What follows belongs to an exercise in optimizing a design on an open flow for a short achievable clock period and few clock cycles; a production flow would make more cautious choices.
RTL that was checked went through simulation tests only; none was proved equivalent to the original.
For runs 2 to 4, only the layout was checked, not whether the RTL still works.
Power figures rest on the tool's default switching activity, not on a simulated workload.

===== design/flow/flow/run.sh =====
#!/bin/bash
# The standard layout (standard.sh), with two changes:
#  - before pin placement, flow/pins.tcl keeps the register read port's pins
#    (cfg_addr, cfg_rdata) together on one stretch of the left edge, so the
#    combinational read path stays short;
#  - after global placement, flow/ports.tcl turns the port buffers that
#    buffer_ports inserted (a delay-buffer cell by default) into plain
#    buffers; the later repair steps resize them as usual.
# Make's output goes to standard.log; each ORFS step keeps its own log under
# orfs/logs.
set -euo pipefail
export PRE_IO_PLACEMENT_TCL="$PWD/flow/pins.tcl"
export POST_GLOBAL_PLACE_TCL="$PWD/flow/ports.tcl"
bash standard.sh > standard.log 2>&1

===== design/flow/design.v =====
`timescale 1ns/10ps
package fill_rect_pkg;
    typedef logic [15:0] coord_t;
    typedef logic [11:0] rgb_t;
    localparam int CMD_BYTES = 11;
    localparam logic [1:0] REG_FB_BASE = 2'd0;
    localparam logic [1:0] REG_STRIDE  = 2'd1;
    localparam logic [1:0] REG_CLIP    = 2'd2;
    localparam logic [1:0] REG_COUNT   = 2'd3;
endpackage
`timescale 1ns/10ps
module cmd_fifo #(
    parameter int DEPTH = 4,
    parameter int W     = 72
) (
    input  logic         clk,
    input  logic         rst_,
    input  logic         push,
    input  logic [W-1:0] push_data,
    input  logic         pop,
    output logic         head_valid,
    output logic [W-1:0] head_data,
    input  logic         accept_last,
    input  logic         push_pend,
    output logic         cmd_ready,
    output logic         not_empty_next
);
    localparam int PTR_W = $clog2(DEPTH);
    localparam int CNT_W = $clog2(DEPTH + 1);
    logic [W-1:0]     mem [DEPTH];
    logic [PTR_W-1:0] wr_ptr;
    logic [PTR_W-1:0] rd_ptr;
    logic [CNT_W-1:0] cnt;
    logic [CNT_W-1:0] cnt_d;
    logic [CNT_W-1:0] occ_d;
    logic             ready_q;
    assign head_valid = (cnt != '0) || push;
    assign head_data  = (cnt != '0) ? mem[rd_ptr] : push_data;
    assign cmd_ready  = ready_q;
    always_comb
    begin
        cnt_d = cnt;
        if (push && !pop)
            cnt_d = cnt + 1'b1;
        else if (!push && pop)
            cnt_d = cnt - 1'b1;
    end
    assign occ_d          = cnt_d + CNT_W'(push_pend) + CNT_W'(accept_last);
    assign not_empty_next = (cnt_d != '0);
    always_ff @(posedge clk or negedge rst_)
    begin
        if (!rst_)
        begin
            cnt     <= '0;
            wr_ptr  <= '0;
            rd_ptr  <= '0;
            ready_q <= 1'b1;
        end
        else
        begin
            cnt     <= cnt_d;
            ready_q <= (occ_d < CNT_W'(DEPTH));
            if (push)
                wr_ptr <= wr_ptr + 1'b1;
            if (pop)
                rd_ptr <= rd_ptr + 1'b1;
        end
    end
    always_ff @(posedge clk)
    begin
        if (push)
            mem[wr_ptr] <= push_data;
    end
endmodule
`timescale 1ns/10ps
module fill_rect_decode_engine #(
    parameter int ADDR_W = 24
) (
    input  logic                  clk,
    input  logic                  rst_,
    input  logic                  cmd_valid,
    input  logic [7:0]            cmd_data,
    input  logic                  cmd_ready,
    input  logic [ADDR_W-1:0]     fb_base,
    input  fill_rect_pkg::coord_t stride,
    input  logic [17:0]           stride3,
    input  fill_rect_pkg::coord_t clip_w,
    input  fill_rect_pkg::coord_t clip_h,
    output logic                  partial,
    output logic                  accept_last,
    output logic                  push_pend,
    output logic                  cmd_push,
    output logic [ADDR_W-1:0]     push_addr,
    output logic [ADDR_W-1:0]     push_addr2,
    output fill_rect_pkg::coord_t push_w,
    output fill_rect_pkg::coord_t push_h,
    output logic                  push_w1,
    output logic                  push_h1,
    output logic                  push_empty,
    output fill_rect_pkg::rgb_t   push_rgb
);
    logic [3:0]  bidx;
    logic        accept;
    logic [7:0]  xh, xl, yh, yl, wh, wl, hh, hl;
    logic [3:0]  rv, gv, bv;
    logic [15:0] x, y, w, h;
    logic [ADDR_W-1:0] bx_q;
    logic [ADDR_W-1:0] bxs_s_q;
    logic [ADDR_W-1:0] bxs_c_q;
    logic [ADDR_W-1:0] x_ext;
    logic [ADDR_W-1:0] s_ext;
    logic [ADDR_W-1:0] acc_q;
    logic [ADDR_W-1:0] acc2_q;
    logic [16:0]       dx_q, dy_q;
    logic [15:0]       visw_q, vish_q;
    logic              m_run;
    logic [8:0]        m_oh;
    logic              m_stall;
    logic [1:0]        m_dig;
    logic [ADDR_W-1:0] m_s1;
    logic [ADDR_W-1:0] m_s3;
    logic [ADDR_W-1:0] m_pp;
    logic [ADDR_W-1:0] pp_q;
    assign accept      = cmd_valid && cmd_ready;
    assign accept_last = accept && (bidx == 4'd10);
    assign partial     = (bidx != 4'd0);
    assign x = {xh, xl};
    assign y = {yh, yl};
    assign w = {wh, wl};
    assign h = {hh, hl};
    assign x_ext = ADDR_W'(x);
    assign s_ext = ADDR_W'(stride);
    always_ff @(posedge clk or negedge rst_)
    begin
        if (!rst_)
        begin
            bidx      <= '0;
            push_pend <= 1'b0;
            cmd_push  <= 1'b0;
            m_run    <= 1'b0;
            m_oh     <= '0;
        end
        else
        begin
            push_pend <= accept_last;
            cmd_push  <= push_pend;
            if (accept)
                bidx <= (bidx == 4'd10) ? 4'd0 : bidx + 4'd1;
            if (accept && bidx == 4'd2)
            begin
                m_run <= 1'b1;
                m_oh  <= 9'd1;
            end
            else if (m_run && !m_stall)
            begin
                m_oh <= {m_oh[7:0], 1'b0};
                if (m_oh[8])
                    m_run <= 1'b0;
            end
        end
    end
    always_ff @(posedge clk)
    begin
        if (accept)
        begin
            case (bidx)
                4'd0:  xh <= cmd_data;
                4'd1:  xl <= cmd_data;
                4'd2:  yh <= cmd_data;
                4'd3:  yl <= cmd_data;
                4'd4:  wh <= cmd_data;
                4'd5:  wl <= cmd_data;
                4'd6:  hh <= cmd_data;
                4'd7:  hl <= cmd_data;
                4'd8:  rv <= cmd_data[3:0];
                4'd9:  gv <= cmd_data[3:0];
                default: bv <= cmd_data[3:0];
            endcase
        end
    end
    assign m_stall = m_oh[4] && (bidx == 4'd3);
    assign m_dig   = ({2{m_oh[0]}} & yh[1:0]) | ({2{m_oh[1]}} & yh[3:2]) |
                     ({2{m_oh[2]}} & yh[5:4]) | ({2{m_oh[3]}} & yh[7:6]) |
                     ({2{m_oh[4]}} & yl[1:0]) | ({2{m_oh[5]}} & yl[3:2]) |
                     ({2{m_oh[6]}} & yl[5:4]) | ({2{m_oh[7]}} & yl[7:6]);
    always_comb
    begin
        case (m_dig)
            2'd0: m_pp = '0;
            2'd1: m_pp = m_s1;
            2'd2: m_pp = {m_s1[ADDR_W-2:0], 1'b0};
            default: m_pp = m_s3;
        endcase
    end
    always_ff @(posedge clk)
    begin
        if (!m_run)
        begin
            m_s1 <= ADDR_W'({stride, 8'd0});
            m_s3 <= ADDR_W'({stride3, 8'd0});
        end
        else if (!m_stall)
        begin
            pp_q <= m_pp;
            if (m_oh[0])
            begin
                acc_q  <= bx_q;
                acc2_q <= bxs_s_q + bxs_c_q;
            end
            else
            begin
                acc_q  <= acc_q + pp_q;
                acc2_q <= acc2_q + pp_q;
            end
            if (m_oh[3])
            begin
                m_s1 <= ADDR_W'(stride);
                m_s3 <= ADDR_W'(stride3);
            end
            else
            begin
                m_s1 <= {m_s1[ADDR_W-3:0], 2'b00};
                m_s3 <= {m_s3[ADDR_W-3:0], 2'b00};
            end
        end
    end
    always_ff @(posedge clk)
    begin
        bx_q  <= fb_base + ADDR_W'(x);
        bxs_s_q <= fb_base ^ x_ext ^ s_ext;
        bxs_c_q <= ((fb_base & x_ext) | (fb_base & s_ext) | (x_ext & s_ext)) << 1;
        dx_q  <= {1'b0, clip_w} - {1'b0, x};
        dy_q  <= {1'b0, clip_h} - {1'b0, y};
        if (dx_q[16] || dx_q[15:0] == 16'd0)
            visw_q <= '0;
        else
            visw_q <= (w < dx_q[15:0]) ? w : dx_q[15:0];
        if (dy_q[16] || dy_q[15:0] == 16'd0)
            vish_q <= '0;
        else
            vish_q <= (h < dy_q[15:0]) ? h : dy_q[15:0];
    end
    assign push_addr  = acc_q;
    assign push_addr2 = acc2_q;
    assign push_w     = visw_q;
    assign push_h     = vish_q;
    assign push_w1    = (visw_q == 16'd1);
    assign push_h1    = (vish_q == 16'd1);
    assign push_empty = (visw_q == 16'd0) || (vish_q == 16'd0);
    assign push_rgb   = {rv, gv, bv};
endmodule
`timescale 1ns/10ps
module fill_rect_pixel_gen #(
    parameter int ADDR_W = 24
) (
    input  logic                  clk,
    input  logic                  rst_,
    input  logic                  head_valid,
    input  logic [ADDR_W-1:0]     head_addr,
    input  logic [ADDR_W-1:0]     head_addr2,
    input  fill_rect_pkg::coord_t head_w,
    input  fill_rect_pkg::coord_t head_h,
    input  logic                  head_w1,
    input  logic                  head_h1,
    input  logic                  head_empty,
    input  fill_rect_pkg::rgb_t   head_rgb,
    input  fill_rect_pkg::coord_t stride,
    output logic                  pop,
    output logic                  rect_done,
    output logic                  credit_next,
    output logic                  pv_next,
    output logic                  pix_valid,
    input  logic                  pix_ready,
    output logic [ADDR_W-1:0]     pix_addr,
    output fill_rect_pkg::rgb_t   pix_rgb
);
    logic              xfer;
    logic              last_pix;
    logic              load;
    logic              load_empty;
    logic              credit;
    fill_rect_pkg::coord_t ccnt, rcnt, wid;
    logic              clast, rlast, wid1;
    logic [ADDR_W-1:0] next_row;
    assign xfer       = pix_valid && pix_ready;
    assign last_pix   = clast && rlast;
    assign load       = head_valid && !head_empty && (!pix_valid || (xfer && last_pix));
    assign load_empty = head_valid && head_empty && !credit &&
                        (!pix_valid || (xfer && last_pix));
    assign pop        = load || load_empty;
    assign rect_done   = (xfer && last_pix) || load_empty || credit;
    assign credit_next = xfer && last_pix && load_empty;
    always_comb
    begin
        pv_next = pix_valid;
        if (load)
            pv_next = 1'b1;
        else if (xfer && last_pix)
            pv_next = 1'b0;
    end
    always_ff @(posedge clk or negedge rst_)
    begin
        if (!rst_)
        begin
            pix_valid <= 1'b0;
            credit    <= 1'b0;
        end
        else
        begin
            pix_valid <= pv_next;
            credit    <= credit_next;
        end
    end
    always_ff @(posedge clk)
    begin
        if (load)
        begin
            pix_addr <= head_addr;
            next_row <= head_addr2;
            pix_rgb  <= head_rgb;
            ccnt     <= head_w;
            clast    <= head_w1;
            wid      <= head_w;
            wid1     <= head_w1;
            rcnt     <= head_h;
            rlast    <= head_h1;
        end
        else if (xfer)
        begin
            if (clast)
            begin
                pix_addr <= next_row;
                next_row <= next_row + ADDR_W'(stride);
                ccnt     <= wid;
                clast    <= wid1;
                rcnt     <= rcnt - 16'd1;
                rlast    <= (rcnt == 16'd2);
            end
            else
            begin
                pix_addr <= pix_addr + ADDR_W'(1);
                ccnt     <= ccnt - 16'd1;
                clast    <= (ccnt == 16'd2);
            end
        end
    end
endmodule
`timescale 1ns/10ps
module fb_config_regs #(
    parameter int ADDR_W = 24
) (
    input  logic                  clk,
    input  logic                  rst_,
    input  logic                  cfg_wr,
    input  logic [1:0]            cfg_addr,
    input  logic [31:0]           cfg_wdata,
    output logic [31:0]           cfg_rdata,
    output logic [ADDR_W-1:0]     fb_base,
    output fill_rect_pkg::coord_t stride,
    output logic [17:0]           stride3,
    output fill_rect_pkg::coord_t clip_w,
    output fill_rect_pkg::coord_t clip_h,
    input  logic                  rect_done,
    input  logic                  busy_next,
    output logic                  busy
);
    logic [31:0] done_count;
    always_ff @(posedge clk or negedge rst_)
    begin
        if (!rst_)
        begin
            fb_base    <= '0;
            stride     <= '0;
            clip_w     <= '0;
            clip_h     <= '0;
            done_count <= '0;
            busy       <= 1'b0;
        end
        else
        begin
            if (cfg_wr)
            begin
                case (cfg_addr)
                    fill_rect_pkg::REG_FB_BASE: fb_base <= cfg_wdata[ADDR_W-1:0];
                    fill_rect_pkg::REG_STRIDE:  stride  <= cfg_wdata[15:0];
                    fill_rect_pkg::REG_CLIP:
                    begin
                        clip_w <= cfg_wdata[31:16];
                        clip_h <= cfg_wdata[15:0];
                    end
                    default:     ;
                endcase
            end
            if (rect_done)
                done_count <= done_count + 32'd1;
            busy <= busy_next;
        end
    end
    always_ff @(posedge clk)
        stride3 <= {2'b00, stride} + {1'b0, stride, 1'b0};
    logic [31:0] rd_base_clip_n;
    logic [31:0] rd_stride_count_n;
    fb_rd_mux2i u_rd_lo (
        .sel (cfg_addr[1]),
        .a0  (32'(fb_base)),
        .a1  ({clip_w, clip_h}),
        .y_n (rd_base_clip_n)
    );
    fb_rd_mux2i u_rd_hi (
        .sel (cfg_addr[1]),
        .a0  ({16'd0, stride}),
        .a1  (done_count),
        .y_n (rd_stride_count_n)
    );
    fb_rd_mux2i u_rd_out (
        .sel (cfg_addr[0]),
        .a0  (rd_base_clip_n),
        .a1  (rd_stride_count_n),
        .y_n (cfg_rdata)
    );
endmodule
module fb_rd_mux2i (
    input  logic        sel,
    input  logic [31:0] a0,
    input  logic [31:0] a1,
    output logic [31:0] y_n
);
    assign y_n = ~(sel ? a1 : a0);
endmodule
`timescale 1ns/10ps
module fill_rect_top #(
    parameter int ADDR_W     = 24,
    parameter int FIFO_DEPTH = 16
) (
    input  logic                clk,
    input  logic                rst_,
    input  logic                cmd_valid,
    input  logic [7:0]          cmd_data,
    output logic                cmd_ready,
    input  logic                cfg_wr,
    input  logic [1:0]          cfg_addr,
    input  logic [31:0]         cfg_wdata,
    output logic [31:0]         cfg_rdata,
    output logic                busy,
    output logic                pix_valid,
    input  logic                pix_ready,
    output logic [ADDR_W-1:0]   pix_addr,
    output fill_rect_pkg::rgb_t pix_rgb
);
    localparam int QW = ADDR_W + ADDR_W + 16 + 16 + 3 + 12;
    logic [ADDR_W-1:0]     fb_base;
    fill_rect_pkg::coord_t stride;
    logic [17:0]           stride3;
    fill_rect_pkg::coord_t clip_w;
    fill_rect_pkg::coord_t clip_h;
    logic                  partial;
    logic                  accept_last;
    logic                  push_pend;
    logic                  cmd_push;
    logic [ADDR_W-1:0]     push_addr;
    logic [ADDR_W-1:0]     push_addr2;
    fill_rect_pkg::coord_t push_w, push_h;
    logic                  push_w1, push_h1, push_empty;
    fill_rect_pkg::rgb_t   push_rgb;
    logic                  q_pop;
    logic                  head_valid;
    logic [QW-1:0]         head_data;
    logic                  q_not_empty_next;
    logic                  rect_done;
    logic                  pv_next;
    logic                  credit_next;
    logic                  busy_next;
    fill_rect_decode_engine #(
        .ADDR_W (ADDR_W)
    ) u_decode (
        .clk          (clk),
        .rst_         (rst_),
        .cmd_valid    (cmd_valid),
        .cmd_data     (cmd_data),
        .cmd_ready    (cmd_ready),
        .fb_base      (fb_base),
        .stride       (stride),
        .stride3      (stride3),
        .clip_w       (clip_w),
        .clip_h       (clip_h),
        .partial      (partial),
        .accept_last  (accept_last),
        .push_pend    (push_pend),
        .cmd_push     (cmd_push),
        .push_addr    (push_addr),
        .push_addr2   (push_addr2),
        .push_w       (push_w),
        .push_h       (push_h),
        .push_w1      (push_w1),
        .push_h1      (push_h1),
        .push_empty   (push_empty),
        .push_rgb     (push_rgb)
    );
    cmd_fifo #(
        .DEPTH (4),
        .W     (QW)
    ) u_cmd_fifo (
        .clk            (clk),
        .rst_           (rst_),
        .push           (cmd_push),
        .push_data      ({push_addr, push_addr2, push_w, push_h, push_w1, push_h1, push_empty, push_rgb}),
        .pop            (q_pop),
        .head_valid     (head_valid),
        .head_data      (head_data),
        .accept_last    (accept_last),
        .push_pend      (push_pend),
        .cmd_ready      (cmd_ready),
        .not_empty_next (q_not_empty_next)
    );
    fill_rect_pixel_gen #(
        .ADDR_W (ADDR_W)
    ) u_pixel_gen (
        .clk        (clk),
        .rst_       (rst_),
        .head_valid (head_valid),
        .head_addr  (head_data[QW-1 -: ADDR_W]),
        .head_addr2 (head_data[QW-ADDR_W-1 -: ADDR_W]),
        .head_w     (head_data[46:31]),
        .head_h     (head_data[30:15]),
        .head_w1    (head_data[14]),
        .head_h1    (head_data[13]),
        .head_empty (head_data[12]),
        .head_rgb   (head_data[11:0]),
        .stride     (stride),
        .pop        (q_pop),
        .rect_done   (rect_done),
        .credit_next (credit_next),
        .pv_next    (pv_next),
        .pix_valid  (pix_valid),
        .pix_ready  (pix_ready),
        .pix_addr   (pix_addr),
        .pix_rgb    (pix_rgb)
    );
    assign busy_next = partial || push_pend || q_not_empty_next || pv_next ||
                       credit_next;
    fb_config_regs #(
        .ADDR_W (ADDR_W)
    ) u_config_regs (
        .clk        (clk),
        .rst_       (rst_),
        .cfg_wr     (cfg_wr),
        .cfg_addr   (cfg_addr),
        .cfg_wdata  (cfg_wdata),
        .cfg_rdata  (cfg_rdata),
        .fb_base    (fb_base),
        .stride     (stride),
        .stride3    (stride3),
        .clip_w     (clip_w),
        .clip_h     (clip_h),
        .rect_done  (rect_done),
        .busy_next  (busy_next),
        .busy       (busy)
    );
endmodule

===== design/flow/config.mk =====
export PLATFORM = sky130hd
export DESIGN_NAME = fill_rect_top
export DESIGN_NICKNAME = fill_rect_top
export VERILOG_FILES = /design/flow/design.v
export SDC_FILE = /design/flow/constraint.sdc
export NUM_CORES = 4
export LEC_CHECK = 0
export ABC_CLOCK_PERIOD_IN_PS = 3000
export CAP_MARGIN = 20
export CORE_MARGIN = 2
export CORE_UTILIZATION = 40
export SETUP_SLACK_MARGIN = 3.6
export SLEW_MARGIN = 20
export SYNTH_HIERARCHICAL = 1
export SYNTH_MINIMUM_KEEP_SIZE = 0

===== design/flow/flow/ports.tcl =====
# Runs after global placement. buffer_ports has given every input and output
# port a buffer; make each of them a plain buffer of the same function.
set n_swapped 0
foreach bterm [[ord::get_db_block] getBTerms] {
  set net [$bterm getNet]
  if {$net == "NULL"} { continue }
  foreach iterm [$net getITerms] {
    set inst [$iterm getInst]
    set name [$inst getName]
    if {![regexp {^(input|output)[0-9]+$} $name -> kind]} { continue }
    set master [[$inst getMaster] getName]
    if {![regexp {^sky130_fd_sc_hd__(clkdlybuf|dlygate|dlymetal|clkbuf|buf)} $master]} { continue }
    if {$kind eq "input"} {
      set want sky130_fd_sc_hd__buf_4
    } else {
      set want sky130_fd_sc_hd__buf_2
    }
    if {$master ne $want} {
      replace_cell $name $want
      incr n_swapped
    }
  }
}
puts "ports.tcl: made $n_swapped port buffers plain buffers"
estimate_parasitics -placement

===== design/flow/standard.sh =====
#!/bin/bash
# synth_recipe.tcl (not shown) runs the flow's synth.tcl, then flattens the netlist and writes it again
# the make line also repeats each setting of config.mk as NAME=value (left out here)
make -C /OpenROAD-flow-scripts/flow DESIGN_CONFIG=/design/flow/config.mk WORK_HOME=/design/flow/orfs CLKGATE_MAP_FILE= SYNTH_SCRIPT=/design/flow/synth_recipe.tcl "${@:-finish}"

===== design/flow/flow/pins.tcl =====
# Runs before place_pins: the read port's pins go on the middle of the left
# edge, next to each other.
set block [ord::get_db_block]
set dbu [$block getDbUnitsPerMicron]
set die [$block getDieArea]
set h [expr {double([$die yMax] - [$die yMin]) / $dbu}]
set lo [expr {round($h * 0.40)}]
set hi [expr {round($h * 0.60)}]
set names {}
foreach bterm [$block getBTerms] {
  set n [$bterm getName]
  if {[string match {cfg_addr*} $n] || [string match {cfg_rdata*} $n]} {
    lappend names $n
  }
}
puts "pins.tcl: [llength $names] pins on left:${lo}-${hi}"
set_io_pin_constraint -pin_names $names -region left:${lo}-${hi}

===== design/flow/constraint.sdc =====
create_clock -name core_clock -period 6.5 [get_ports {clk}]
set_input_delay 1.3000 -clock core_clock [delete_from_list [all_inputs] [get_ports {clk}]]
set_output_delay 1.3000 -clock core_clock [all_outputs]
set_load 0.01 [all_outputs]

==> flow_summary.toml, run 1 <==
[run_status]
status = "complete, no violations"

[synthesis]
syn_avg_cell_area_um2 = 12.9
synth.distinct_cells = 108
yosys_most_used_dff = "edfxtp_1"
synth_area_um2 = 46800
synth_area_leaders = "edfxtp_1 43%, dfxtp_1 7.0%, dfrtp_1 7.0%"
yosys_warnings = 10
syn-instance-count = 3612
synthArstFlopShare_pct = 13.6
yosysTopAreaCellShare_pct = 43.1
ys_ff_latch = 966
synth_top_area_cell = "edfxtp_1"
synth_edf_count = 671
ys_seq_area_share_pct = 57.1

[global_route]
grt_pass1_wl_um = 182000
grt-ovfl-total = 0
antenna_found_initial = 7
grt_max_degree = 73
grtUsageTotal_pct = 19.9
grt_pass1_vias = 29074

[detailed_routing]
post_drt_wl_per_cell_um = 22.2
ant_nets = 0
drc = 0
dr.pass1.iters = 5
drt_wl_total_um = 121000
dr_total_vias = 29514
via_per_inst = 5.42
drtIter0Drc = 2319

[worst_setup_path]
arrival_ns = 1.92
rr_startpoint = "u_decode.pp_q[0]$_DFFE_PP_"
cp-start-kind = "primary input"
end_kind = "primary output"
reg2reg_to = "u_decode.acc_q[18]$_DFFE_PP_"
critPathKind = "in -> out"
crit_required_ns = 5.20
worstPathMaxFanout = 8
rr_worst_depth = 12
rrSetupSlack_ns = 3.55

[timing]
hold_viol = 0
rsz0062_at_grt = "true"
setup_ws_ns = 3.28
drv_slew = 0
worst_clock_skew_ns = 0.0269
layout_min_cycle_time_ns = 3.22
tns_ns = 0
slew_headroom_pct = 28.0
setup_viol = 0
fmax_mhz = 310
tightest_slew_ns = 1.08
timing.hold.ws_ns = 0.415
period_share_pct = 49.5

[cts]
htreeDepth = 3
clkLatencyLatePin_ns = 0.68
clk_pin_slew_ns = 0.06
cts_tree = "yes"
cts_made_buffers = 102
numClockSinks = 966
clockBufferDepth = 3
clock_tree.root_cell = "clkbuf_16"

[floorplanning]
initial_core_util_pct = 40.3
die_w_um = 346
ios = 118
core_um2 = 116000
rows = 125
die_y_um = 346
die-area_um2 = 120000

[placed_design]
place_hpwl_um = 82500
dp.cells = 5183
dp_slack_ns = 2.41
numPortBuffers = 117

[worst_hold_path]
hold_path_depth = 0
hp-start = "u_decode.push_pend$_DFF_PN0_"
hold_end = "u_decode.cmd_push$_DFF_PN0_"
hold_path_class = "reg -> reg"

[pwr]
power_leakage_nw = 20.7
power.total_mw = 24.9
power.density_nw_per_um2 = 458
peakVddDrop_mv = 0.255

[run]
cap_violations = 0

[cells_and_area]
area_growth_pct = 16.3
diodes = 0
nNetsFinal = 4091
drive_gt1_share_pct = 21.6
layoutNonFillerInstCount = 5445
-- per-module statistics from Yosys, one instance, submodules excluded, excerpt --
module	cells	copies in the design	flops+latches
fill_rect_top	3	1	0
fb_rd_mux2i	36	3	0
-- worst max-delay path: stages --
cell	delay, ns
buf_16	0.13
mux2i_1	0.11
mux2i_1	0.19
buf_2	0.18
-- logic make-up (layout without fill, tap and decap cells) --
kind of cell,Yosys count,in the layout,share of synthesized area [%]
xor+xnor,210,210,3.93
buf+inv,303,586,2.99
other cells,1,24,0.00802
mux,451,451,12.7
flops,966,966,57.1
simple gates,814,816,8.31
fa+ha+maj,211,211,6.03
compound gates,656,657,8.87
-- repair_timing --
action | in CTS | in global routing
cloned | 10 | 2
setup buffers | 28 | 30
gates resized for setup | 74 | 77
pin swaps | 18 | 37
endpoints found under the hold margin | 0 | 0
hold buffers | 0 | 0
endpoints found under the setup margin | 356 | 163
-- worst max path at each step --
stage | start | cells past startpoint | endpoint
6_report | cfg_addr[1] | 4 | cfg_rdata[0]
5_1_grt | cfg_addr[1] | 4 | cfg_rdata[0]
4_1_cts | cfg_addr[1] | 4 | cfg_rdata[0]
3_5_place_dp | cfg_addr[1] | 4 | cfg_rdata[20]
3_3_place_gp | cfg_addr[1] | 4 | cfg_rdata[0]
2_1_floorplan | cfg_addr[1] | 4 | cfg_rdata[1]
-- sequential cells by signal (all words and copies together) (netlist names), 24 cells and up --
| register | cells |
|---|---|
| u_decode.acc_q | 24 |
| u_decode.acc2_q | 24 |
| u_pixel_gen.next_row | 24 |
| u_decode.pp_q | 24 |
| u_config_regs.fb_base | 24 |
| u_config_regs.done_count | 32 |
| u_decode.m_s3 | 24 |
| u_pixel_gen.pix_addr | 24 |
| u_decode.bxs_s_q | 24 |
| u_cmd_fifo.mem | 380 |
| u_decode.bx_q | 24 |
| u_decode.m_s1 | 24 |
-- through the flow --
stage | area (um2) | utilization, %
6_report | 54400 | 46.9
2_1_floorplan | 47100 | -
3_3_place_gp | 49700 | 42.8
5_1_grt | 54400 | 46.9
3_5_place_dp | 49200 | 42.4
4_1_cts | 53800 | 46.4
-- routing by layer --
metal  track usage, %  routed length (um)  share of wire, %
met1             29.4               57500                48
met2             30.5               53900                45
met3             2.89                6550               5.4
met4             5.27                2760               2.3
met5                0                  38             0.031
-- cells in the final DEF (no fill, tap or decap), types with 24 or more instances in the layout --
cell type and n:
a21o_1 45, a21oi_1 170, buf_2 69, buf_4 138, clkbuf_16 116, conb_1 24
dfrtp_1 122, dfxtp_1 153, edfxtp_1 671, ha_1 181, inv_1 159, mux2_2 189
mux2i_1 141, mux4_2 95, nand2_1 305, nand2b_1 26, nand3_1 94, nand4_1 31
nor2_1 170, nor3_1 30, o21ai_0 192, xnor2_1 137, xor2_1 71
-- where the power goes --
| group | internal (mW) | switching, mW | leakage, nW |
|---|---|---|---|
| clock | 3.87 | 2.48 | 1.83 |
| combinational | 3.94 | 4.83 | 9.70 |
| sequential | 8.45 | 1.34 | 9.17 |
-- synthesized netlist by cell type, types with 17 or more instances --
master / n
mux2i_1: 164
edfxtp_1: 671
and3_1: 19
a21oi_1: 176
mux2_2: 190
o21a_1: 18
nor3_1: 34
clkbuf_1: 82
nand3_1: 95
o21bai_1: 19
nor2b_1: 18
a211oi_1: 19
nor4_1: 24
nand4_1: 31
nor2_1: 174
mux4_2: 95
buf_2: 22
a21o_1: 46
o21ai_1: 21
fa_1: 24
o21ai_0: 194
a31oi_1: 17
o211ai_1: 20
ha_1: 187
xor2_1: 71
dfxtp_1: 164
xnor2_1: 139
dfrtp_1: 130
inv_1: 160
nand2_1: 309
nand2b_1: 30
-- cell type report --
cell class	count	area, um2
multi-input cells	2369	19500
repair buffers	231	1910
fillers	10376	61700
well taps	1524	1910
clock buffers	148	3160
clock inverters	44	576
inverters	163	633
flip-flops and latches	966	26700
Testbench counts, summed over its fixed seeds: cycles 154,240.
==> inputs of run 2 (changes only) <==
--- a/design/flow/design.v
+++ b/design/flow/design.v
@@ -267,7 +267,6 @@
     input  fill_rect_pkg::coord_t stride,
     output logic                  pop,
     output logic                  rect_done,
-    output logic                  credit_next,
     output logic                  pv_next,
     output logic                  pix_valid,
     input  logic                  pix_ready,
@@ -278,18 +277,15 @@
     logic              last_pix;
     logic              load;
     logic              load_empty;
-    logic              credit;
     fill_rect_pkg::coord_t ccnt, rcnt, wid;
     logic              clast, rlast, wid1;
     logic [ADDR_W-1:0] next_row;
     assign xfer       = pix_valid && pix_ready;
     assign last_pix   = clast && rlast;
     assign load       = head_valid && !head_empty && (!pix_valid || (xfer && last_pix));
-    assign load_empty = head_valid && head_empty && !credit &&
-                        (!pix_valid || (xfer && last_pix));
+    assign load_empty = head_valid && head_empty && !pix_valid;
     assign pop        = load || load_empty;
-    assign rect_done   = (xfer && last_pix) || load_empty || credit;
-    assign credit_next = xfer && last_pix && load_empty;
+    assign rect_done  = (xfer && last_pix) || load_empty;
     always_comb
     begin
         pv_next = pix_valid;
@@ -301,15 +297,9 @@
     always_ff @(posedge clk or negedge rst_)
     begin
         if (!rst_)
-        begin
             pix_valid <= 1'b0;
-            credit    <= 1'b0;
-        end
         else
-        begin
             pix_valid <= pv_next;
-            credit    <= credit_next;
-        end
     end
     always_ff @(posedge clk)
     begin
@@ -398,34 +388,62 @@
     end
     always_ff @(posedge clk)
         stride3 <= {2'b00, stride} + {1'b0, stride, 1'b0};
-    logic [31:0] rd_base_clip_n;
-    logic [31:0] rd_stride_count_n;
-    fb_rd_mux2i u_rd_lo (
-        .sel (cfg_addr[1]),
-        .a0  (32'(fb_base)),
-        .a1  ({clip_w, clip_h}),
-        .y_n (rd_base_clip_n)
+    localparam logic [31:0] EVEN = 32'h5555_5555;
+    logic [31:0] rd_base;
+    logic [31:0] rd_stride;
+    logic [31:0] rd_clip;
+    logic [31:0] rd_count;
+    logic [31:0] first_a0, first_a1, second_a0, second_a1;
+    logic [31:0] rd_first_n;
+    logic [31:0] rd_second_n;
+    assign rd_base    = 32'(fb_base);
+    assign rd_stride  = {16'd0, stride};
+    assign rd_clip    = {clip_w, clip_h};
+    assign rd_count   = done_count;
+    assign first_a0   = rd_base;
+    assign first_a1   = (EVEN & rd_clip)  | (~EVEN & rd_stride);
+    assign second_a0  = (EVEN & rd_stride) | (~EVEN & rd_clip);
+    assign second_a1  = rd_count;
+    fb_rd_mux2i_bits #(
+        .ALT (~EVEN)
+    ) u_rd_first (
+        .sel     (cfg_addr[1]),
+        .sel_alt (cfg_addr[0]),
+        .a0      (first_a0),
+        .a1      (first_a1),
+        .y_n     (rd_first_n)
     );
-    fb_rd_mux2i u_rd_hi (
-        .sel (cfg_addr[1]),
-        .a0  ({16'd0, stride}),
-        .a1  (done_count),
-        .y_n (rd_stride_count_n)
+    fb_rd_mux2i_bits #(
+        .ALT (~EVEN)
+    ) u_rd_second (
+        .sel     (cfg_addr[1]),
+        .sel_alt (cfg_addr[0]),
+        .a0      (second_a0),
+        .a1      (second_a1),
+        .y_n     (rd_second_n)
     );
-    fb_rd_mux2i u_rd_out (
-        .sel (cfg_addr[0]),
-        .a0  (rd_base_clip_n),
-        .a1  (rd_stride_count_n),
-        .y_n (cfg_rdata)
+    fb_rd_mux2i_bits #(
+        .ALT (~EVEN)
+    ) u_rd_out (
+        .sel     (cfg_addr[0]),
+        .sel_alt (cfg_addr[1]),
+        .a0      (rd_first_n),
+        .a1      (rd_second_n),
+        .y_n     (cfg_rdata)
     );
 endmodule
-module fb_rd_mux2i (
+module fb_rd_mux2i_bits #(
+    parameter logic [31:0] ALT = 32'd0
+) (
     input  logic        sel,
+    input  logic        sel_alt,
     input  logic [31:0] a0,
     input  logic [31:0] a1,
     output logic [31:0] y_n
 );
-    assign y_n = ~(sel ? a1 : a0);
+    always_comb
+        for (int i = 0; i < 32; i++)
+            y_n[i] = ~((ALT[i] ? sel_alt : sel) ? a1[i] : a0[i]);
 endmodule
 `timescale 1ns/10ps
 module fill_rect_top #(
@@ -468,7 +486,6 @@
     logic                  q_not_empty_next;
     logic                  rect_done;
     logic                  pv_next;
-    logic                  credit_next;
     logic                  busy_next;
     fill_rect_decode_engine #(
         .ADDR_W (ADDR_W)
@@ -528,16 +545,14 @@
         .head_rgb   (head_data[11:0]),
         .stride     (stride),
         .pop        (q_pop),
-        .rect_done   (rect_done),
-        .credit_next (credit_next),
+        .rect_done  (rect_done),
         .pv_next    (pv_next),
         .pix_valid  (pix_valid),
         .pix_ready  (pix_ready),
         .pix_addr   (pix_addr),
         .pix_rgb    (pix_rgb)
     );
-    assign busy_next = partial || push_pend || q_not_empty_next || pv_next ||
-                       credit_next;
+    assign busy_next = partial || push_pend || q_not_empty_next || pv_next;
     fb_config_regs #(
         .ADDR_W (ADDR_W)
     ) u_config_regs (
==> flow_summary.toml, run 2 <==
[cells_and_area]
layout_commonest_cell = "edfxtp_1"
nFillCells = 10287
layout_common_cells = "671 x edfxtp_1, 312 x nand2_1, 195 x o21ai_0, 187 x mux2_2, 177 x a21oi_1"
nNetsFinal = 4118
top_register = "u_cmd_fifo.mem"
drive_gt1_share_pct = 21.2
area_growth_pct = 15.6
top_regs = "u_cmd_fifo.mem: 380 flops, u_config_regs.done_count: 32 flops"
largest_reg_flops = 380

[synthesis]
synthArstFlopShare_pct = 13.5
synth_edf_count = 671
synth_area_um2 = 46900
synth_top_area_cell = "edfxtp_1"
syn_avg_cell_area_um2 = 12.9
synth_area_leaders = "edfxtp_1 43%, dfxtp_1 7.0%, dfrtp_1 6.9%"
synth.distinct_cells = 106
yosys_warnings = 11
synth_most_common_cell = "edfxtp_1"
syn-instance-count = 3644
yosys_most_used_dff = "edfxtp_1"
ys_seq_area_share_pct = 56.9
yosysTopAreaCellShare_pct = 43.0
ys_ff_latch = 965
synth_common_cells = "671 x edfxtp_1, 314 x nand2_1, 202 x o21ai_0"

[placed_design]
numPortBuffers = 117
place_hpwl_um = 81500

[timing]
tightest_slew_ns = 1.16
worst_clock_skew_ns = 0.0353
hold_viol = 0
tns_ns = 0
slew_headroom_pct = 22.5
layout_min_cycle_time_ns = 3.40
timing.hold.ws_ns = 0.418
setup_viol = 0
drv_slew = 0
rsz0062_at_grt = "true"
period_share_pct = 52.3
fmax_mhz = 294

[cts]
numClockSinks = 965
htreeDepth = 3
cts_made_buffers = 103
clkLatencyLatePin_ns = 0.69
clock_tree.root_cell = "clkbuf_16"
clk_pin_slew_ns = 0.06
clockBufferDepth = 3
cts_tree = "yes"

[run_status]
status = "complete, no violations"

[worst_setup_path]
arrival_ns = 2.10
critPathKind = "in -> out"
rr_worst_depth = 9
worstPathMaxFanout = 7
crit_required_ns = 5.20
end_kind = "primary output"
cp-start-kind = "primary input"

[detailed_routing]
drt_wl_total_um = 121000
post_drt_wl_per_cell_um = 22.2
wl_met1_um = 57300
dr_total_vias = 29825
top_layer_used = "met5"
drc = 0
met2WireLength_um = 53800
drtIter0Drc = 2482
dr.pass1.iters = 5
wl_met3_um = 6870
via_per_inst = 5.45
ant_nets = 0

[global_route]
grtUsageTotal_pct = 19.9
grt_pass1_wl_um = 183000
grt_max_degree = 96
antenna_found_initial = 10
grt_pass1_vias = 29262
grt-ovfl-total = 0

[floorplanning]
die-area_um2 = 120000
ios = 118
rows = 125
die_w_um = 346
initial_core_util_pct = 40.3
die_y_um = 346
core_um2 = 116000

[worst_hold_path]
hold_path_depth = 0
hold_path_class = "reg -> reg"

[pwr]
power.density_nw_per_um2 = 476
peakVddDrop_mv = 0.319
power_leakage_nw = 20.5

[run]
cap_violations = 0
-- run 2: power breakdown --
group	total, mW	internal (mW)	switching [mW]
registers	10.1	8.63	1.49
clock network	6.01	3.58	2.42
logic	9.69	4.31	5.39
-- run 2: cell families (layout without fill, tap and decap cells) --
family | Yosys count | after routing | synth area share, %
and+or+nand+nor | 840 | 842 | 8.63
DFF | 965 | 965 | 56.9
xor gates and xnor gates | 208 | 208 | 3.89
other | 1 | 25 | 0.00800
muxes | 443 | 443 | 12.5
buffers and inverters | 309 | 584 | 3.05
adders and majority gates | 211 | 211 | 6.02
AOI/OAI and AO/OA | 667 | 668 | 8.96
-- run 2: final cells by class --
type                       instances  area, um2  share of cell area (%)
clock inverter                    46        470                   0.868
timing repair buffer             231       1940                    3.59
timing repair inverter             1       8.76                  0.0162
tap                             1524       1910                    3.52
multi-input combinational       2396      19500                    36.0
sequential                       965      26700                    49.3
inverter                         162        626                    1.15
antenna                            1       2.50                 0.00462
clock buffer                     144       3010                    5.56
-- run 2: critical path, cell delays in order --
cell and delay, ns:
buf_16 0.13, buf_4 0.15, mux2i_1 0.13, mux2i_2 0.22, buf_2 0.17
-- run 2: per-stage QoR --
step	util, %	setup slack (ns)	instance area (um2)	instances	power [mW]
floorplan	-	3.30	47100	3667	16.5
global placement	42.7	1.82	49600	5199	19.1
detailed placement	42.3	2.41	49100	5199	19.1
CTS	46.2	3.12	53700	5450	25.7
global route	46.6	3.06	54200	5469	27.4
finish	46.6	3.10	54200	5470	25.8
-- run 2: path summary, 6_finish.rpt --
check	slack, ns	end	from
worst min register to register	0.42	u_decode.cmd_push$_DFF_PN0_	u_decode.push_pend$_DFF_PN0_
max in group asynchronous	4.73	u_config_regs.fb_base[1]$_DFFE_PN0P_	rst_
min in group asynchronous	0.71	u_config_regs.clip_h[13]$_DFFE_PN0P_	rst_
worst max-delay path	3.10	cfg_rdata[2]	cfg_addr[1]
worst max register to register	3.55	u_decode.acc_q[14]$_DFFE_PP_	u_decode.pp_q[3]$_DFFE_PP_
worst min-delay path	0.42	u_decode.cmd_push$_DFF_PN0_	u_decode.push_pend$_DFF_PN0_
-- run 2: routing by layer --
layer / global-route usage, % / vias to the layer above
met5: 0 / -
met4: 6.10 / 8
met3: 3.00 / 148
met2: 30.3 / 810
met1: 29.4 / 14862
li1: - / 13997
-- run 2: what timing repair did --
item / 4_1_cts / 5_1_grt
setup buffers: 51 / 18
resized for setup: 95 / 70
pin swaps: 20 / 33
setup endpoints to repair: 355 / 93
cloned: 10 / 1
hold buffers: 0 / 0
==> inputs of run 3 (changes only) <==
--- a/design/flow/design.v
+++ b/design/flow/design.v
@@ -34,8 +34,8 @@
     logic [CNT_W-1:0] cnt_d;
     logic [CNT_W-1:0] occ_d;
     logic             ready_q;
-    assign head_valid = (cnt != '0) || push;
-    assign head_data  = (cnt != '0) ? mem[rd_ptr] : push_data;
+    assign head_valid = (cnt != '0);
+    assign head_data  = mem[rd_ptr];
     assign cmd_ready  = ready_q;
     always_comb
     begin
@@ -105,10 +105,7 @@
     logic [3:0]  rv, gv, bv;
     logic [15:0] x, y, w, h;
     logic [ADDR_W-1:0] bx_q;
-    logic [ADDR_W-1:0] bxs_s_q;
-    logic [ADDR_W-1:0] bxs_c_q;
-    logic [ADDR_W-1:0] x_ext;
-    logic [ADDR_W-1:0] s_ext;
+    logic [ADDR_W-1:0] bxs_q;
     logic [ADDR_W-1:0] acc_q;
     logic [ADDR_W-1:0] acc2_q;
     logic [16:0]       dx_q, dy_q;
@@ -128,8 +125,6 @@
     assign y = {yh, yl};
     assign w = {wh, wl};
     assign h = {hh, hl};
-    assign x_ext = ADDR_W'(x);
-    assign s_ext = ADDR_W'(stride);
     always_ff @(posedge clk or negedge rst_)
     begin
         if (!rst_)
@@ -194,18 +189,18 @@
     end
     always_ff @(posedge clk)
     begin
-        if (!m_run)
+        if (accept && bidx == 4'd2)
         begin
             m_s1 <= ADDR_W'({stride, 8'd0});
             m_s3 <= ADDR_W'({stride3, 8'd0});
         end
-        else if (!m_stall)
+        else if (m_run && !m_stall)
         begin
             pp_q <= m_pp;
             if (m_oh[0])
             begin
                 acc_q  <= bx_q;
-                acc2_q <= bxs_s_q + bxs_c_q;
+                acc2_q <= bxs_q;
             end
             else
             begin
@@ -227,8 +222,7 @@
     always_ff @(posedge clk)
     begin
         bx_q  <= fb_base + ADDR_W'(x);
-        bxs_s_q <= fb_base ^ x_ext ^ s_ext;
-        bxs_c_q <= ((fb_base & x_ext) | (fb_base & s_ext) | (x_ext & s_ext)) << 1;
+        bxs_q <= fb_base + ADDR_W'(x) + ADDR_W'(stride);
         dx_q  <= {1'b0, clip_w} - {1'b0, x};
         dy_q  <= {1'b0, clip_h} - {1'b0, y};
         if (dx_q[16] || dx_q[15:0] == 16'd0)
@@ -388,62 +382,34 @@
     end
     always_ff @(posedge clk)
         stride3 <= {2'b00, stride} + {1'b0, stride, 1'b0};
-    localparam logic [31:0] EVEN = 32'h5555_5555;
-    logic [31:0] rd_base;
-    logic [31:0] rd_stride;
-    logic [31:0] rd_clip;
-    logic [31:0] rd_count;
-    logic [31:0] first_a0, first_a1, second_a0, second_a1;
-    logic [31:0] rd_first_n;
-    logic [31:0] rd_second_n;
-    assign rd_base    = 32'(fb_base);
-    assign rd_stride  = {16'd0, stride};
-    assign rd_clip    = {clip_w, clip_h};
-    assign rd_count   = done_count;
-    assign first_a0   = rd_base;
-    assign first_a1   = (EVEN & rd_clip)  | (~EVEN & rd_stride);
-    assign second_a0  = (EVEN & rd_stride) | (~EVEN & rd_clip);
-    assign second_a1  = rd_count;
-    fb_rd_mux2i_bits #(
-        .ALT (~EVEN)
-    ) u_rd_first (
-        .sel     (cfg_addr[1]),
-        .sel_alt (cfg_addr[0]),
-        .a0      (first_a0),
-        .a1      (first_a1),
-        .y_n     (rd_first_n)
+    logic [31:0] rd_base_clip_n;
+    logic [31:0] rd_stride_count_n;
+    fb_rd_mux2i u_rd_lo (
+        .sel (cfg_addr[1]),
+        .a0  (32'(fb_base)),
+        .a1  ({clip_w, clip_h}),
+        .y_n (rd_base_clip_n)
     );
-    fb_rd_mux2i_bits #(
-        .ALT (~EVEN)
-    ) u_rd_second (
-        .sel     (cfg_addr[1]),
-        .sel_alt (cfg_addr[0]),
-        .a0      (second_a0),
-        .a1      (second_a1),
-        .y_n     (rd_second_n)
+    fb_rd_mux2i u_rd_hi (
+        .sel (cfg_addr[1]),
+        .a0  ({16'd0, stride}),
+        .a1  (done_count),
+        .y_n (rd_stride_count_n)
     );
-    fb_rd_mux2i_bits #(
-        .ALT (~EVEN)
-    ) u_rd_out (
-        .sel     (cfg_addr[0]),
-        .sel_alt (cfg_addr[1]),
-        .a0      (rd_first_n),
-        .a1      (rd_second_n),
-        .y_n     (cfg_rdata)
+    fb_rd_mux2i u_rd_out (
+        .sel (cfg_addr[0]),
+        .a0  (rd_base_clip_n),
+        .a1  (rd_stride_count_n),
+        .y_n (cfg_rdata)
     );
 endmodule
-module fb_rd_mux2i_bits #(
-    parameter logic [31:0] ALT = 32'd0
-) (
+module fb_rd_mux2i (
     input  logic        sel,
-    input  logic        sel_alt,
     input  logic [31:0] a0,
     input  logic [31:0] a1,
     output logic [31:0] y_n
 );
-    always_comb
-        for (int i = 0; i < 32; i++)
-            y_n[i] = ~((ALT[i] ? sel_alt : sel) ? a1[i] : a0[i]);
+    assign y_n = ~(sel ? a1 : a0);
 endmodule
 `timescale 1ns/10ps
 module fill_rect_top #(
==> design/flow/flow/run.sh (replaced) <==
#!/bin/bash
# The standard layout, with the port buffers that buffer_ports inserts
# made plain buf_4 cells instead of its default delay-buffer choice.
set -euo pipefail
export BUFFER_PORTS_ARGS="-buffer_cell sky130_fd_sc_hd__buf_4"
bash standard.sh > standard.log 2>&1
--- a/design/flow/config.mk
+++ b/design/flow/config.mk
@@ -9,7 +9,7 @@
 export CAP_MARGIN = 20
 export CORE_MARGIN = 2
 export CORE_UTILIZATION = 40
-export SETUP_SLACK_MARGIN = 3.6
+export SETUP_SLACK_MARGIN = 3.2
 export SLEW_MARGIN = 20
 export SYNTH_HIERARCHICAL = 1
 export SYNTH_MINIMUM_KEEP_SIZE = 0
removed: design/flow/flow/pins.tcl
removed: design/flow/flow/ports.tcl
==> flow_summary.toml, run 3 <==
[run_status]
status = "complete, no violations"

[worst_setup_path]
crit_required_ns = 7.05
rr_worst_depth = 19
critPathKind = "reg -> reg"
rr_startpoint = "u_decode.xl[0]$_DFFE_PP_"
arrival_ns = 4.84
reg2reg_to = "u_decode.bxs_q[23]$_DFF_P_"
worstPathMaxFanout = 3
cp-start-kind = "flop"
rrSetupSlack_ns = 2.20
end_kind = "flop"

[detailed_routing]
post_drt_wl_per_cell_um = 21.8
dr.pass1.iters = 6
ant_nets = 0
drt_wl_total_um = 113000
dr_total_vias = 27873
via_per_inst = 5.40
drc = 0
drtIter0Drc = 2327

[timing]
rsz0062_at_grt = "true"
hold_viol = 0
setup_viol = 0
tightest_slew_ns = 1.08
fmax_mhz = 233
drv_slew = 0
slew_headroom_pct = 28.0
timing.hold.ws_ns = 0.402
setup_ws_ns = 2.20
period_share_pct = 66.1
worst_clock_skew_ns = 0.0456
layout_min_cycle_time_ns = 4.30
tns_ns = 0

[cts]
clockBufferDepth = 3
clock_tree.root_cell = "clkbuf_16"
htreeDepth = 3
cts_tree = "yes"
hold_buffers = 0
clk_pin_slew_ns = 0.06
clkLatencyLatePin_ns = 0.69
numClockSinks = 949
cts_made_buffers = 100

[synthesis]
synth.distinct_cells = 102
syn_avg_cell_area_um2 = 13.2
yosys_warnings = 10
synth_top_area_cell = "edfxtp_1"
ys_seq_area_share_pct = 59.0
ys_ff_latch = 949
synth_area_um2 = 44700
synth_most_common_cell = "edfxtp_1"
syn-instance-count = 3395
synth_common_cells = "671 x edfxtp_1, 275 x nand2_1, 197 x nor2_1"
yosys_most_used_dff = "edfxtp_1"
yosysTopAreaCellShare_pct = 45.1
synthArstFlopShare_pct = 13.7
synth_area_leaders = "edfxtp_1 45%, dfrtp_1 7.2%, dfxtp_1 6.6%"
synth_edf_count = 671

[floorplanning]
die_w_um = 338
die_y_um = 338
die-area_um2 = 114000
initial_core_util_pct = 40.3
ios = 118
core_um2 = 111000
rows = 122

[cells_and_area]
top_regs = "u_cmd_fifo.mem: 380 flops, u_config_regs.done_count: 32 flops"
top_register = "u_cmd_fifo.mem"
drive_gt1_share_pct = 17.3
layout_commonest_cell = "edfxtp_1"
layout_common_cells = "671 x edfxtp_1, 271 x nand2_1, 193 x nor2_1, 184 x ha_1, 173 x o21ai_0"
area_growth_pct = 15.1
utilization_pct = 46.4
largest_reg_flops = 380
nNetsFinal = 3828

[global_route]
grt_pass1_wl_um = 170000
grt_pass1_vias = 27379
grtUsageTotal_pct = 19.2
antenna_found_initial = 6
grt-ovfl-total = 0
grt_max_degree = 94

[placed_design]
numPortBuffers = 117
place_hpwl_um = 77300
gp_congestion = 0.858
dp_slack_ns = 2.10

[pwr]
power_leakage_nw = 19.3
pwr-share-comb_pct = 33.0
power_frac_seq_pct = 41.5
power_switching_mw = 8.09
power.total_mw = 23.2
peakVddDrop_mv = 0.226
p_clk_share_pct = 25.5
p_int_mw = 15.1
power.density_nw_per_um2 = 452
switching_share_pct = 34.8

[worst_hold_path]
hold_path_depth = 0
hold_path_class = "reg -> reg"
hold_end = "u_decode.cmd_push$_DFF_PN0_"
hp-start = "u_decode.push_pend$_DFF_PN0_"

[run]
cap_violations = 0
[run 3: metal layers]
layer / track usage, % / vias up / part of all wire (%)
met1: 28.1 / 13900 / 48
met3: 2.92 / 153 / 5.4
met5: 0 / - / 0.012
met2: 29.5 / 711 / 45
met4: 5.70 / 2 / 2.4
li1: - / 13107 / -
[run 3: kinds of logic (layout without fill, tap and decap cells)]
logic type,Yosys count,after routing,synth area share (%)
AO/OA/AOI/OAI,629,629,8.98
XOR/XNOR,206,206,4.13
adder cells (fa/ha/maj),195,195,5.60
buffers and inverters,258,512,2.78
flip-flops,949,949,59.0
multiplexers,348,348,10.7
other,1,27,0.00840
AND/OR/NAND/NOR,809,809,8.77
[run 3: through the flow]
stage	instances	area [um2]
floorplan	3418	44800
global placement	4932	47100
detailed placement	4932	47100
CTS	5139	51000
global route	5161	51400
finish	5163	51400
[run 3: worst max-delay path, cell delays in order, from the launching register on]
cell and delay [ns]:
edfxtp_1 0.43, ha_4 0.19, fa_2 0.39, a21oi_4 0.18
o211ai_2 0.12, a21o_1 0.20, a21oi_2 0.17, o21ai_2 0.07
nor2_1 0.11, xnor2_1 0.15, ha_1 0.30, nand2_1 0.11
o21ai_2 0.07, or2_1 0.24, o41a_1 0.34, a41o_1 0.26
o31a_1 0.27, o2111ai_2 0.19, and4bb_1 0.22, xor2_1 0.13
[run 3: worst max-delay path by stage]
stage	slack (ns)	to	startpoint
global placement	2.11	u_decode.bxs_q[23]$_DFF_P_	u_config_regs.fb_base[0]$_DFFE_PN0P_
detailed placement	2.10	u_decode.bxs_q[23]$_DFF_P_	u_config_regs.fb_base[0]$_DFFE_PN0P_
global route	1.93	u_decode.bxs_q[19]$_DFF_P_	u_decode.xl[0]$_DFFE_PP_
finish	2.20	u_decode.bxs_q[23]$_DFF_P_	u_decode.xl[0]$_DFFE_PP_
CTS	2.27	u_decode.bxs_q[23]$_DFF_P_	u_decode.xl[0]$_DFFE_PP_
floorplan	2.42	u_decode.bxs_q[23]$_DFF_P_	u_decode.xl[0]$_DFFE_PP_
[run 3: what timing repair did]
| item | 4_1_cts | 5_1_grt |
|---|---|---|
| gates resized for setup | 48 | 46 |
| setup buffers | 16 | 18 |
| setup endpoints to repair | 155 | 108 |
| pin swaps | 17 | 24 |
| cloned | 3 | 3 |
[run 3: layout make-up]
cell class	count	area [um2]
clock inverter	59	687
inverter	130	493
tap	1488	1860
multi-input combinational	2211	17500
timing repair buffer	194	1700
clock buffer	129	2790
fill	9819	59300
antenna	3	7.51
sequential	949	26400
[run 3: modules after synthesis, one instance, submodules excluded, a selection]
module | cells inside | area, um2 | flip-flops and latches
fb_rd_mux2i | 36 | 377 | 0
fill_rect_top | 1 | 7.51 | 0
[run 3: power by group through the flow]
stage               Sequential (mW)  Clock [mW]  Combinational, mW
floorplan                      9.05           0               5.64
global placement               9.78           0               7.19
detailed placement             9.80           0               7.26
CTS                            9.69        6.03               7.42
global route                   9.79        6.27               8.56
finish                         9.64        5.92               7.68
==> inputs of run 4 (changes only) <==
--- a/design/flow/config.mk
+++ b/design/flow/config.mk
@@ -9,7 +9,7 @@
 export CAP_MARGIN = 20
 export CORE_MARGIN = 2
 export CORE_UTILIZATION = 40
-export SETUP_SLACK_MARGIN = 3.2
+export SETUP_SLACK_MARGIN = 3.4
 export SLEW_MARGIN = 20
 export SYNTH_HIERARCHICAL = 1
 export SYNTH_MINIMUM_KEEP_SIZE = 0
==> flow_summary.toml, run 4 <==
[pwr]
p_clk_share_pct = 24.0
switching_share_pct = 35.5
peakVddDrop_mv = 0.224
power.density_nw_per_um2 = 447
p_int_mw = 15.0
pwr-share-comb_pct = 34.7
power_leakage_nw = 19.5
power.total_mw = 23.2
power_switching_mw = 8.24
power_frac_seq_pct = 41.3

[placed_design]
place_hpwl_um = 76800
numPortBuffers = 117
placed_area_um2 = 47200
gp_congestion = 0.891

[synthesis]
synthAdderAreaFrac_pct = 5.60
yosys_warnings = 10
synth_area_leaders = "edfxtp_1 45%, dfrtp_1 7.2%, dfxtp_1 6.6%"
ys_ff_latch = 949
syn-instance-count = 3395
synth_top_family_by_area = "multiplexers"
synth_xor_area_share_pct = 4.13
syn_avg_cell_area_um2 = 13.2
synth_edf_count = 671
yosys_most_used_dff = "edfxtp_1"
synthMuxAreaShare_pct = 10.7
synth_area_um2 = 44700
synthArstFlopShare_pct = 13.7
ys_seq_area_share_pct = 59.0
synth_common_cells = "671 x edfxtp_1, 275 x nand2_1, 197 x nor2_1"
yosysTopAreaCellShare_pct = 45.1
synth_top_area_cell = "edfxtp_1"
synth-compound-area-share_pct = 8.98
synth.distinct_cells = 102
synthSimpleGateAreaFrac_pct = 8.77
synth_most_common_cell = "edfxtp_1"

[worst_setup_path]
crit_required_ns = 7.05
critPathKind = "reg -> reg"
rr_startpoint = "u_decode.xl[0]$_DFFE_PP_"
cp-start-kind = "flop"
end_kind = "flop"
arrival_ns = 4.93
cpPeakStageDelay_ns = 0.43
crit_chain = "ha_4 -> fa_2 -> a21oi_4 -> o211ai_2 -> a21o_1 -> a21oi_2 -> o21ai_2 -> nor2_2 -> xnor2_2 -> ha_1 -> nand2_1 -> o21ai_2 -> or2_1 -> o41a_1 -> a41o_1 -> o31a_1 -> o2111ai_2 -> and4bb_1 -> xor2_1"
slowest_stage = "edfxtp_1"
cpMostUsedCell = "o21ai_2"
startpoint = "u_decode.xl[0]$_DFFE_PP_"
worstPathMaxFanout = 3

[cts]
numClockSinks = 949
clockBufferDepth = 3
clkLatencyLatePin_ns = 0.68
htreeDepth = 3
clk_pin_slew_ns = 0.06
cts_tree = "yes"
cts_made_buffers = 99
clock_tree.root_cell = "clkbuf_16"
hold_buffers = 0

[timing]
period_share_pct = 67.4
slew_headroom_pct = 30.2
tightest_slew_ns = 1.04
setup_viol = 0
rsz0062_at_grt = "true"
layout_min_cycle_time_ns = 4.38
fmax_mhz = 228
worst_clock_skew_ns = 0.0359
drv_slew = 0
tns_ns = 0
hold_viol = 0

[cells_and_area]
drive_gt1_share_pct = 18.8
nNetsFinal = 3864
largest_reg_flops = 380
top_register = "u_cmd_fifo.mem"
layout_common_cells = "671 x edfxtp_1, 272 x nand2_1, 194 x nor2_1, 187 x buf_4, 185 x ha_1"
layout_commonest_cell = "edfxtp_1"
top_regs = "u_cmd_fifo.mem: 380 flops, u_config_regs.done_count: 32 flops"
area_growth_pct = 16.3
final_area_um2 = 51900

[global_route]
grtUsageTotal_pct = 19.4
grt_max_degree = 91
antenna_found_initial = 8
grt_pass1_vias = 27360
grt_pass1_wl_um = 171000
grt-ovfl-total = 0

[run_status]
status = "complete, no violations"

[detailed_routing]
drt_wl_total_um = 114000
wl_met1_um = 53800
via_per_inst = 5.40
drc = 0
wl_met3_um = 6010
post_drt_wl_per_cell_um = 21.9
dr_total_vias = 28060
met2WireLength_um = 51800
drtIter0Drc = 2243
dr.pass1.iters = 5
ant_nets = 0
top_layer_used = "met5"

[floorplanning]
die-area_um2 = 114000
core_um2 = 111000
die_w_um = 338
initial_core_util_pct = 40.3
ios = 118
die_y_um = 338
rows = 122

[worst_hold_path]
hp-start = "u_decode.push_pend$_DFF_PN0_"
hold_path_class = "reg -> reg"

[run]
cap_violations = 0
[run 4: cell counts after synthesis]
No cell type changed its count.
[run 4: what timing repair did]
item / 4_1_cts / 5_1_grt
buffers inserted: 41 / 27
pin swaps: 24 / 37
endpoints found under the setup margin: 259 / 103
resized for setup: 79 / 68
gates cloned: 9 / 1
hold endpoints to repair: 0 / 0
[run 4: power by group through the flow]
stage / Combinational (mW) / Sequential, mW / Clock (mW)
after floorplan: 5.66 / 9.05 / 0
after global placement: 7.16 / 9.79 / 0
after detailed placement: 7.25 / 9.82 / 0
after CTS: 7.75 / 9.62 / 5.67
after global routing: 8.92 / 9.72 / 5.92
final: 8.07 / 9.58 / 5.57
[run 4: worst paths after layout]
check,depth (start not counted),slack (ns),endpoint
setup / recovery,19,2.12,u_decode.bxs_q[23]$_DFF_P_
hold / removal,0,0.40,u_decode.cmd_push$_DFF_PN0_
setup reg to reg,19,2.12,u_decode.bxs_q[23]$_DFF_P_
hold reg to reg,0,0.40,u_decode.cmd_push$_DFF_PN0_
max in group asynchronous,2,4.55,u_cmd_fifo.rd_ptr[1]$_DFFE_PN0P_
min in group asynchronous,1,0.64,u_config_regs.fb_base[16]$_DFFE_PN0P_
[run 4: worst max-delay path, delay by kind of cell (launching register included)]
kind | cells | cell delay [ns]
XOR/XNOR | 2 | 0.21
AND/OR/NAND/NOR | 4 | 0.68
AO/OA/AOI/OAI | 10 | 1.99
flip-flops | 1 | 0.43
adder cells (fa/ha/maj) | 3 | 0.95
[run 4: area by class of cell]
| class | count | area, um2 |
|---|---|---|
| Fill cell | 9790 | 58800 |
| Clock buffer | 140 | 2750 |
| Timing Repair Buffer | 231 | 2170 |
| Inverter | 130 | 493 |
| Clock inverter | 47 | 482 |
| Antenna cell | 2 | 5.00 |
| Multi-Input combinational cell | 2211 | 17800 |
| Sequential cell | 949 | 26400 |
| Tap cell | 1488 | 1860 |
[run 4: per-module statistics from Yosys, one instance, submodules excluded, excerpt]
module,cells inside,flops+latches,times used,area (um2)
fill_rect_top,1,0,1,7.51
fb_rd_mux2i,36,0,3,377
[run 4: routing by layer]
metal	up-vias	GRT usage, %
met5	-	0
met1	14021	28.4
li1	13190	-
met4	2	4.79
met2	723	30.3
met3	124	2.79
[run 4: stage by stage]
step / setup slack (ns) / hold WS (ns) / cells / utilization [%]
after detailed placement: 2.06 / 0.391 / 4931 / 42.7
after CTS: 2.19 / 0.395 / 5168 / 46.4
after floorplan: 2.42 / 0.367 / 3418 / -
after global routing: 1.94 / 0.411 / 5197 / 46.9
final: 2.12 / 0.399 / 5198 / 46.9
after global placement: 2.09 / 0.392 / 4929 / 42.6
[run 4: cells by family after synthesis]
family	count (synthesis)
AOI/OAI and AO/OA	629
xor gates and xnor gates	206
adders and majority gates	195
buffers and inverters	258
DFF	949
muxes	348
other	1
and+or+nand+nor	809

[port drivers added, routing unchanged]
No port has a modelled driver above. Below, the same layouts with a new extraction and two added sets of constraints.
Step 1: set_driving_cell puts a clkbuf_16 on clk and a buf_2 on each other input, an assumption about the parent block.
Step 2, shift: input delay + t, output delay - t, t = (earliest + latest rising clock arrival at the registers) / 2. This alone moves slack from input paths to output paths.
Three values: no drivers, after step 1, after step 2; two values: the first two.
| run | t (ns) | setup slack, ns | worst hold slack (ns) | worst data-port slew with drivers (ns) |
|---|---|---|---|---|
| run 1 | 0.734 | 3.279 / 2.806 / 2.806 | 0.415 / 0.415 / 0.415 | 0.55 |
| run 2 | 0.742 | 3.103 / 2.997 / 2.997 | 0.418 / 0.418 / 0.418 | 0.16 |
| run 3 | 0.728 | 2.203 / 2.203 / 2.203 | 0.402 / 0.402 / 0.402 | 0.44 |
| run 4 | 0.730 | 2.120 / 2.120 / 2.120 | 0.399 / 0.399 / 0.399 | 0.66 |
After both steps setup and hold are still met in every run listed. The setup slack of run 1, which loses most, moves by -0.473 ns with the drivers and by -0.473 ns with both steps.
